This is an optimization exercise on Yosys and OpenROAD, whose aim is small area, not a production implementation. Only simulation tests tie the RTL to the original design; equivalence was not proved. Power is estimated from default activity; no workload was simulated.

// multi_cnt_obi
module multi_cnt_obi #(
  parameter int NumCh      = 4,
  parameter int CntWidth   = 32,
  parameter int PrescWidth = 8
) (
  input  logic             clk_i,
  input  logic             rst_i,
  input  logic             req_i,
  output logic             gnt_o,
  input  logic [31:0]      addr_i,
  input  logic             we_i,
  input  logic [3:0]       be_i,
  input  logic [31:0]      wdata_i,
  output logic             rvalid_o,
  output logic [31:0]      rdata_o,
  output logic             intr_o,
  output logic [NumCh-1:0] ch_hit_o
);
  logic [7:0]                  word;
  logic                        ch_ok, is_irq, wr;
  logic [3:0]                  rs_dec;
  logic [31:0]                 wd, rd_word;
  logic [NumCh-1:0]            en, oneshot, down, ie, hit, irq_pend, ch_sel;
  logic [NumCh-1:0][PrescWidth-1:0] presc;
  logic [NumCh-1:0][CntWidth-1:0]   thresh, value;
  logic [NumCh-1:0][3:0]       rsel;
  logic                        rvalid_q, intr_q;
  logic [31:0]                 rdata_q;
  logic                        unused_addr;
  assign unused_addr = ^{addr_i[31:10], addr_i[1:0]};
  assign gnt_o  = req_i;
  ...
Size: roughly 1900 cells after synthesis, ~20000 sq um of cells after synthesis.
export LEC_CHECK = 0
export CAP_MARGIN = 5
export CORE_MARGIN = 2
export CORE_UTILIZATION = 50
export SLEW_MARGIN = 5
create_clock -name core_clock -period 6.0 [get_ports {clk_i}]
standard.sh (not shown) runs the stock make flow with config.mk's settings and CLKGATE_MAP_FILE= SYNTH_SCRIPT=/design/flow/synth_recipe.tcl, a recipe that flattens the netlist after the stock synthesis.
==> flow/flow/run.sh <==
#!/bin/bash
# Own layout flow: the standard ORFS flow (standard.sh) with these changes.
# 1. Synthesis maps the logic with an area-oriented ABC script
#    (flow/abc_area.script) in place of ORFS's speed script. Everything else in
#    synthesis -- registers, their names, flattening and renaming -- is the
#    standard synthesis, since only the script given to the abc call changes.
# 2. Port buffers are buf_1 cells.
# 3. Clock tree synthesis uses larger sink clusters, smaller clock buffers and
#    no dummy loads, which the 374-register tree does not need.
# Each tool's output goes to ORFS's own logs under orfs/logs; make's output is
# kept in flow_make.log.
set -euo pipefail
W=$(pwd)
STD_SYNTH=$(grep -o 'SYNTH_SCRIPT=[^ ]*' standard.sh | head -1 | cut -d= -f2)
cat > "$W/flow_synth.tcl" <<EOT
proc abc {args} {
  set i [lsearch -exact \$args -script]
  if {\$i >= 0} { set args [lreplace \$args [expr {\$i+1}] [expr {\$i+1}] $W/flow/abc_area.script] }
  yosys abc {*}\$args
}
source $STD_SYNTH
EOT
sed "s#SYNTH_SCRIPT=[^ ]*#SYNTH_SCRIPT=$W/flow_synth.tcl#" standard.sh > "$W/flow_standard.sh"
CTS="-sink_clustering_enable -repair_clock_nets -dont_use_dummy_load"
CTS="$CTS -sink_clustering_size 14 -sink_clustering_max_diameter 60"
CTS="$CTS -buf_list {sky130_fd_sc_hd__clkbuf_8}"
bash "$W/flow_standard.sh" "CTS_ARGS=$CTS" "BUFFER_PORTS_ARGS=-buffer_cell sky130_fd_sc_hd__buf_1" finish > "$W/flow_make.log" 2>&1
==> flow/flow/abc_area.script <==
&get -n
&st
&syn2
&dch -f
&nf -a
&st
&dch -f
&nf -a
&put
Edit:
--- a/flow/flow/run.sh
+++ b/flow/flow/run.sh
@@ -8,2 +8,2 @@
-# 3. Clock tree synthesis uses larger sink clusters, smaller clock buffers and
-#    no dummy loads, which the 374-register tree does not need.
+# 3. Clock tree synthesis builds the tree from clkbuf_8 buffers, each
+#    driving a cluster of at most 12 registers, and adds no dummy loads.
@@ -25 +25 @@
-CTS="$CTS -sink_clustering_size 14 -sink_clustering_max_diameter 60"
+CTS="$CTS -sink_clustering_size 12 -sink_clustering_max_diameter 50"
==> flow/flow/abc_area.script (replaced) <==
&get -n
&st
&syn2
&dch -f
&nf -a -p -R 1000
&st
&syn2
&dch -f
&nf -a -p -R 1000
&st
&dch -f
&nf -a -p -R 1000
&put
After rerunning: The changed run passed the timing, design-rule and antenna checks; clock skew rose by 0.011 ns; worst hold slack gets worse by 0.0056 ns; first-iteration DRC count came out higher by a few percent; final area went down slightly; global-route usage went down by 0.81 points; clock power goes up by a little under a tenth; routed wire length decreases by a few percent.
Edit:
--- a/flow/flow/run.sh
+++ b/flow/flow/run.sh
@@ -8,2 +8,2 @@
-# 3. Clock tree synthesis builds the tree from clkbuf_8 buffers, each
-#    driving a cluster of at most 12 registers, and adds no dummy loads.
+# 3. Clock tree synthesis builds the tree from small clkbuf_4 buffers, each
+#    driving a cluster of at most 8 registers, and adds no dummy loads.
@@ -25,2 +25,2 @@
-CTS="$CTS -sink_clustering_size 12 -sink_clustering_max_diameter 50"
-CTS="$CTS -buf_list {sky130_fd_sc_hd__clkbuf_8}"
+CTS="$CTS -sink_clustering_size 8 -sink_clustering_max_diameter 40"
+CTS="$CTS -buf_list {sky130_fd_sc_hd__clkbuf_4}"
==> flow/flow/abc_area.script (replaced) <==
&get -n
&st
&syn2
&dch -f
&nf -a -p
&st
&syn2
&dch -f
&nf -a -p
&st
&dch -f
&nf -a -p
&put
Outcome: The changed run ran to the end with no violations. Final area stays flat. Wire length increases by 7.5%. Die area is about the same. Critical path depth drops by 4. Total power went down by 2.5%. Sequential share of layout area rises by 0.13 points. Synthesized area barely changes. Worst hold slack is better by 0.018 ns.
Edit:
==> flow/run.sh (new file) <==
#!/bin/bash
# synth_recipe.tcl (not shown) runs the flow's synth.tcl, then flattens the netlist and writes it again
# the make line also repeats each setting of config.mk as NAME=value (left out here)
make -C /OpenROAD-flow-scripts/flow DESIGN_CONFIG=/design/flow/config.mk WORK_HOME=/design/flow/orfs CLKGATE_MAP_FILE= SYNTH_SCRIPT=/design/flow/synth_recipe.tcl finish
--- a/flow/config.mk
+++ b/flow/config.mk
@@ -8 +8 @@
-export CAP_MARGIN = 5
+export CAP_MARGIN = 20
@@ -10,2 +10,4 @@
-export CORE_UTILIZATION = 50
-export SLEW_MARGIN = 5
+export CORE_UTILIZATION = 65
+export CTS_BUF_LIST = sky130_fd_sc_hd__clkbuf_2 sky130_fd_sc_hd__clkbuf_4
+export PLACE_DENSITY = 0.72
+export SLEW_MARGIN = 20
removed: flow/flow/run.sh
removed: flow/flow/abc_area.script
removed: flow/standard.sh
Non-clock buffer count grows by 5.
Total power grows by 23%.
First-iteration DRC count grows by 42%.
Register-to-register slack is worse by 0.07 ns.
Synthesized area grows by 12%.
Routed wire length grows by 13%.
Cell count grows by 9.4%.
Maximum frequency shrinks by 1.5%.
Cell area grows by 13%.
Edit:
==> flow/flow/run.sh (new file) <==
#!/bin/bash
# Own layout flow: the standard ORFS flow (standard.sh) with these changes.
# 1. Synthesis maps the logic with an area-oriented ABC script
#    (flow/abc_area.script) in place of ORFS's speed script. Everything else in
#    synthesis -- registers, their names, flattening and renaming -- is the
#    standard synthesis, since only the script given to the abc call changes.
# 2. Port buffers are buf_1 cells.
# 3. Clock tree synthesis builds the tree from small clkbuf_4 buffers, each
#    driving a cluster of at most 8 registers, and adds no dummy loads.
# Each tool's output goes to ORFS's own logs under orfs/logs; make's output is
# kept in flow_make.log.
set -euo pipefail
W=$(pwd)
STD_SYNTH=$(grep -o 'SYNTH_SCRIPT=[^ ]*' standard.sh | head -1 | cut -d= -f2)
cat > "$W/flow_synth.tcl" <<EOT
proc abc {args} {
  set i [lsearch -exact \$args -script]
  if {\$i >= 0} { set args [lreplace \$args [expr {\$i+1}] [expr {\$i+1}] $W/flow/abc_area.script] }
  yosys abc {*}\$args
}
source $STD_SYNTH
EOT
sed "s#SYNTH_SCRIPT=[^ ]*#SYNTH_SCRIPT=$W/flow_synth.tcl#" standard.sh > "$W/flow_standard.sh"
CTS="-sink_clustering_enable -repair_clock_nets -dont_use_dummy_load"
CTS="$CTS -sink_clustering_size 8 -sink_clustering_max_diameter 40"
CTS="$CTS -buf_list {sky130_fd_sc_hd__clkbuf_4}"
bash "$W/flow_standard.sh" "CTS_ARGS=$CTS" "BUFFER_PORTS_ARGS=-buffer_cell sky130_fd_sc_hd__buf_1" RECOVER_POWER=100 finish > "$W/flow_make.log" 2>&1
==> flow/flow/abc_area.script (new file) <==
&get -n
&st
&syn2
&dch -f
&nf -a
&st
&syn2
&dch -f
&nf -a
&st
&dch -f
&nf -a
&put
==> flow/standard.sh (new file) <==
#!/bin/bash
# synth_recipe.tcl (not shown) runs the flow's synth.tcl, then flattens the netlist and writes it again
# the make line also repeats each setting of config.mk as NAME=value (left out here)
make -C /OpenROAD-flow-scripts/flow DESIGN_CONFIG=/design/flow/config.mk WORK_HOME=/design/flow/orfs CLKGATE_MAP_FILE= SYNTH_SCRIPT=/design/flow/synth_recipe.tcl "${@:-finish}"
==> flow/config.mk (replaced) <==
export PLATFORM = sky130hd
export DESIGN_NAME = multi_cnt_obi
export DESIGN_NICKNAME = multi_cnt_obi
export VERILOG_FILES = /design/flow/design.v
export SDC_FILE = /design/flow/constraint.sdc
export NUM_CORES = 4
export LEC_CHECK = 0
export CAP_MARGIN = 5
export CORE_MARGIN = 2
export CORE_UTILIZATION = 50
export GPL_TIMING_DRIVEN = 0
export SLEW_MARGIN = 5
removed: flow/run.sh
Result:
- With this change the flow reached the layout checks and failed them: max-capacitance violations, max-slew violations
- via count drops by 17%
- worst hold slack got worse by 0.011 ns
- critical path depth climbs by 4
- setup slack got worse by 1.4 ns
- combinational power drops by 16%
- routed wire length drops by 12%
- total power drops by 20%
- final area drops by 11%
- die area climbs by 16%
- count of clock-buffer cells in the layout drops by 83
- maximum frequency drops by 25%

== build 70 ==
Starting RTL as in the previous note.
export LEC_CHECK = 0
export CAP_MARGIN = 5
export CORE_MARGIN = 2
export CORE_UTILIZATION = 60
export PLACE_DENSITY = 0.7
export SLEW_MARGIN = 5
create_clock -name core_clock -period 6.0 [get_ports {clk_i}]
==> flow/flow/run.sh <==
#!/bin/bash
# Own layout flow: the standard ORFS flow (standard.sh) with these changes.
# 1. Synthesis maps the logic with an area-oriented ABC script
#    (flow/abc_area.script) in place of ORFS's speed script. Everything else in
#    synthesis -- registers, their names, flattening and renaming -- is the
#    standard synthesis, since only the script given to the abc call changes.
# 2. Port buffers are buf_1 cells.
# 3. Clock tree synthesis builds the tree from small clkbuf_4 buffers, each
#    driving a cluster of at most 9 registers, and adds no dummy loads.
# Each tool's output goes to ORFS's own logs under orfs/logs; make's output is
# kept in flow_make.log.
set -euo pipefail
W=$(pwd)
STD_SYNTH=$(grep -o 'SYNTH_SCRIPT=[^ ]*' standard.sh | head -1 | cut -d= -f2)
cat > "$W/flow_synth.tcl" <<EOT
proc abc {args} {
  set i [lsearch -exact \$args -script]
  if {\$i >= 0} { set args [lreplace \$args [expr {\$i+1}] [expr {\$i+1}] $W/flow/abc_area.script] }
  yosys abc {*}\$args
}
source $STD_SYNTH
EOT
sed "s#SYNTH_SCRIPT=[^ ]*#SYNTH_SCRIPT=$W/flow_synth.tcl#" standard.sh > "$W/flow_standard.sh"
CTS="-sink_clustering_enable -repair_clock_nets -dont_use_dummy_load"
CTS="$CTS -sink_clustering_size 9 -sink_clustering_max_diameter 45"
CTS="$CTS -buf_list {sky130_fd_sc_hd__clkbuf_4}"
bash "$W/flow_standard.sh" "CTS_ARGS=$CTS" "BUFFER_PORTS_ARGS=-buffer_cell sky130_fd_sc_hd__buf_1" finish > "$W/flow_make.log" 2>&1
==> flow/flow/abc_area.script <==
&get -n
&st
&syn2
&dch -f
&nf -a -p -R 1000
&st
&syn2
&dch -f
&nf -a -p -R 1000
&st
&dch -f
&nf -a -p -R 1000
&put
No stage failed in build 70, and the final checks on the layout all came back clean.
The following lists how build 67 was set up differently from build 70:
--- a/flow/flow/run.sh
+++ b/flow/flow/run.sh
@@ -7,5 +7,5 @@
 # 2. Port buffers are buf_1 cells.
 # 3. Clock tree synthesis builds the tree from small clkbuf_4 buffers, each
-#    driving a cluster of at most 9 registers, and adds no dummy loads.
+#    driving a cluster of at most 8 registers, and adds no dummy loads.
 # Each tool's output goes to ORFS's own logs under orfs/logs; make's output is
 # kept in flow_make.log.
@@ -23,5 +23,5 @@
 sed "s#SYNTH_SCRIPT=[^ ]*#SYNTH_SCRIPT=$W/flow_synth.tcl#" standard.sh > "$W/flow_standard.sh"
 CTS="-sink_clustering_enable -repair_clock_nets -dont_use_dummy_load"
-CTS="$CTS -sink_clustering_size 9 -sink_clustering_max_diameter 45"
+CTS="$CTS -sink_clustering_size 8 -sink_clustering_max_diameter 40"
 CTS="$CTS -buf_list {sky130_fd_sc_hd__clkbuf_4}"
-bash "$W/flow_standard.sh" "CTS_ARGS=$CTS" "BUFFER_PORTS_ARGS=-buffer_cell sky130_fd_sc_hd__buf_1" finish > "$W/flow_make.log" 2>&1
+bash "$W/flow_standard.sh" "CTS_ARGS=$CTS" "BUFFER_PORTS_ARGS=-buffer_cell sky130_fd_sc_hd__buf_1" RECOVER_POWER=100 finish > "$W/flow_make.log" 2>&1
==> flow/flow/abc_area.script <==
&get -n
&st
&syn2
&dch -f
&nf -a
&st
&syn2
&dch -f
&nf -a
&st
&dch -f
&nf -a
&put
--- a/flow/config.mk
+++ b/flow/config.mk
@@ -8,5 +8,4 @@
 export CAP_MARGIN = 5
 export CORE_MARGIN = 2
-export CORE_UTILIZATION = 60
-export PLACE_DENSITY = 0.7
+export CORE_UTILIZATION = 50
 export SLEW_MARGIN = 5
Final instance area: build 67 worse than build 70. A worst setup path startpoint of g_ch[3].u_ch.value[26]$_DFF_P_ is what build 67 shows, while be_i[0] belongs to build 70. In the flow results for build 70 and build 67, the fraction of standard cell area in multi-input logic is larger on build 70. Taking build 70 as the reference point, the via count of build 67 rises by 489. Final checks on build 67, whose flow otherwise completed, came back failing, citing max-capacitance violations, max-slew violations. Between build 70 and build 67, the difference in netlist area before placement is negligible. Share of power burned in combinational logic | build 67 above build 70. Looking at cell count of the worst reg-to-reg path across build 70 and build 67, the one that comes out lower is build 67. Critical path depth was lower in build 67 than in build 70. From build 70 to build 67 the numbers moved as follows: fill cell total of the finished layout rose by 36%; clock-buffer cell count shows an increase of 16; CTS clock-pin slew for the worst setup and hold paths ~0 delta. In the tables for build 70 and build 67, via count of the first global-routing pass reads lower with build 70.
--- input diff build 67..build 44 ---
--- a/flow/flow/run.sh
+++ b/flow/flow/run.sh
@@ -6,6 +6,6 @@
 #    standard synthesis, since only the script given to the abc call changes.
 # 2. Port buffers are buf_1 cells.
-# 3. Clock tree synthesis builds the tree from small clkbuf_4 buffers, each
-#    driving a cluster of at most 8 registers, and adds no dummy loads.
+# 3. Clock tree synthesis uses larger sink clusters, smaller clock buffers and
+#    no dummy loads, which the 374-register tree does not need.
 # Each tool's output goes to ORFS's own logs under orfs/logs; make's output is
 # kept in flow_make.log.
@@ -23,5 +23,5 @@
 sed "s#SYNTH_SCRIPT=[^ ]*#SYNTH_SCRIPT=$W/flow_synth.tcl#" standard.sh > "$W/flow_standard.sh"
 CTS="-sink_clustering_enable -repair_clock_nets -dont_use_dummy_load"
-CTS="$CTS -sink_clustering_size 8 -sink_clustering_max_diameter 40"
-CTS="$CTS -buf_list {sky130_fd_sc_hd__clkbuf_4}"
-bash "$W/flow_standard.sh" "CTS_ARGS=$CTS" "BUFFER_PORTS_ARGS=-buffer_cell sky130_fd_sc_hd__buf_1" RECOVER_POWER=100 finish > "$W/flow_make.log" 2>&1
+CTS="$CTS -sink_clustering_size 14 -sink_clustering_max_diameter 60"
+CTS="$CTS -buf_list {sky130_fd_sc_hd__clkbuf_8}"
+bash "$W/flow_standard.sh" "CTS_ARGS=$CTS" "BUFFER_PORTS_ARGS=-buffer_cell sky130_fd_sc_hd__buf_1" finish > "$W/flow_make.log" 2>&1
==> flow/flow/abc_area.script <==
&get -n
&st
&syn2
&dch -f
&nf -a
&st
&dch -f
&nf -a
&put
--- a/flow/config.mk
+++ b/flow/config.mk
@@ -6,6 +6,6 @@
 export NUM_CORES = 4
 export LEC_CHECK = 0
-export CAP_MARGIN = 5
+export CAP_MARGIN = 20
 export CORE_MARGIN = 2
-export CORE_UTILIZATION = 50
-export SLEW_MARGIN = 5
+export CORE_UTILIZATION = 40
+export SLEW_MARGIN = 20
- Routed length on met1 in build 44 vs build 67: up about 5%
- Delta (build 44 minus build 67): area enclosed by the die boundary increased by about 26% relative to the old numbers, source-to-sink clock delay at the later pin of the worst-skew pair decreased by 0.13 ns relative to the old numbers, sum of net half-perimeters after detailed placement decreased by about 2% relative to the old numbers, antenna cell count decreased by 2 relative to the old numbers, switching fraction of total power decreased by 0.74 points relative to the old numbers.
- Between build 44 and build 67, it is build 44 whose top fanout value on the critical path is lower, by 5.
- The run showing the greater combined global-route utilization of all metal layers is build 67.
- Build 67 has a higher final estimated routing congestion in global placement than build 44.
- Build 44 completed; timing, DRC and antenna clean
- Build 44 vs build 67 — count of standard-cell rows climbed by more than 10%

-- port drivers added, routing unchanged --
No port has a modelled driver above. Below, the same layouts with a new extraction and two added sets of constraints.
Step 1 (the two cells are an assumption about what drives the block):
set clk [get_ports {clk_i}]
set_driving_cell -lib_cell sky130_fd_sc_hd__clkbuf_16 $clk
set_driving_cell -lib_cell sky130_fd_sc_hd__buf_2 [delete_from_list [all_inputs] $clk]
Step 2 times the ports against the registers' clock, not the clock port: input delays grow and output delays shrink by t, the midpoint of the rising clock arrivals with the driver on.
a / b / c = ideal ports / drivers / drivers and shift; a / b = the first two.
| run | shift t [ns] | setup WS [ns] | slew at the worst register clock pin (ns) |
|---|---|---|---|
| the first run of note 1 | 0.670 | 1.546 / 1.581 / 0.911 | 0.10 / 0.10 |
| the second run of note 1 | 0.664 | 1.137 / 1.166 / 0.502 | 0.09 / 0.09 |
| the third run of note 1 | 0.814 | 1.712 / 1.712 / 0.938 | 0.10 / 0.10 |
| the fourth run of note 1 | 0.895 | 1.646 / 1.646 / 0.909 | 0.08 / 0.08 |
| the fifth run of note 1 | 0.880 | 0.230 / 0.261 / -0.619 | 0.10 / 0.10 |
| build 70 | 0.862 | 1.465 / 1.487 / 0.625 | 0.11 / 0.11 |
| build 67 | 0.805 | 1.036 / 1.036 / 0.357 | 0.10 / 0.10 |
| build 44 | 0.661 | 1.524 / 1.550 / 0.889 | 0.10 / 0.10 |
The setup slack of the fifth run of note 1, which loses most, moves by +0.031 ns with the drivers and by -0.849 ns with both steps.
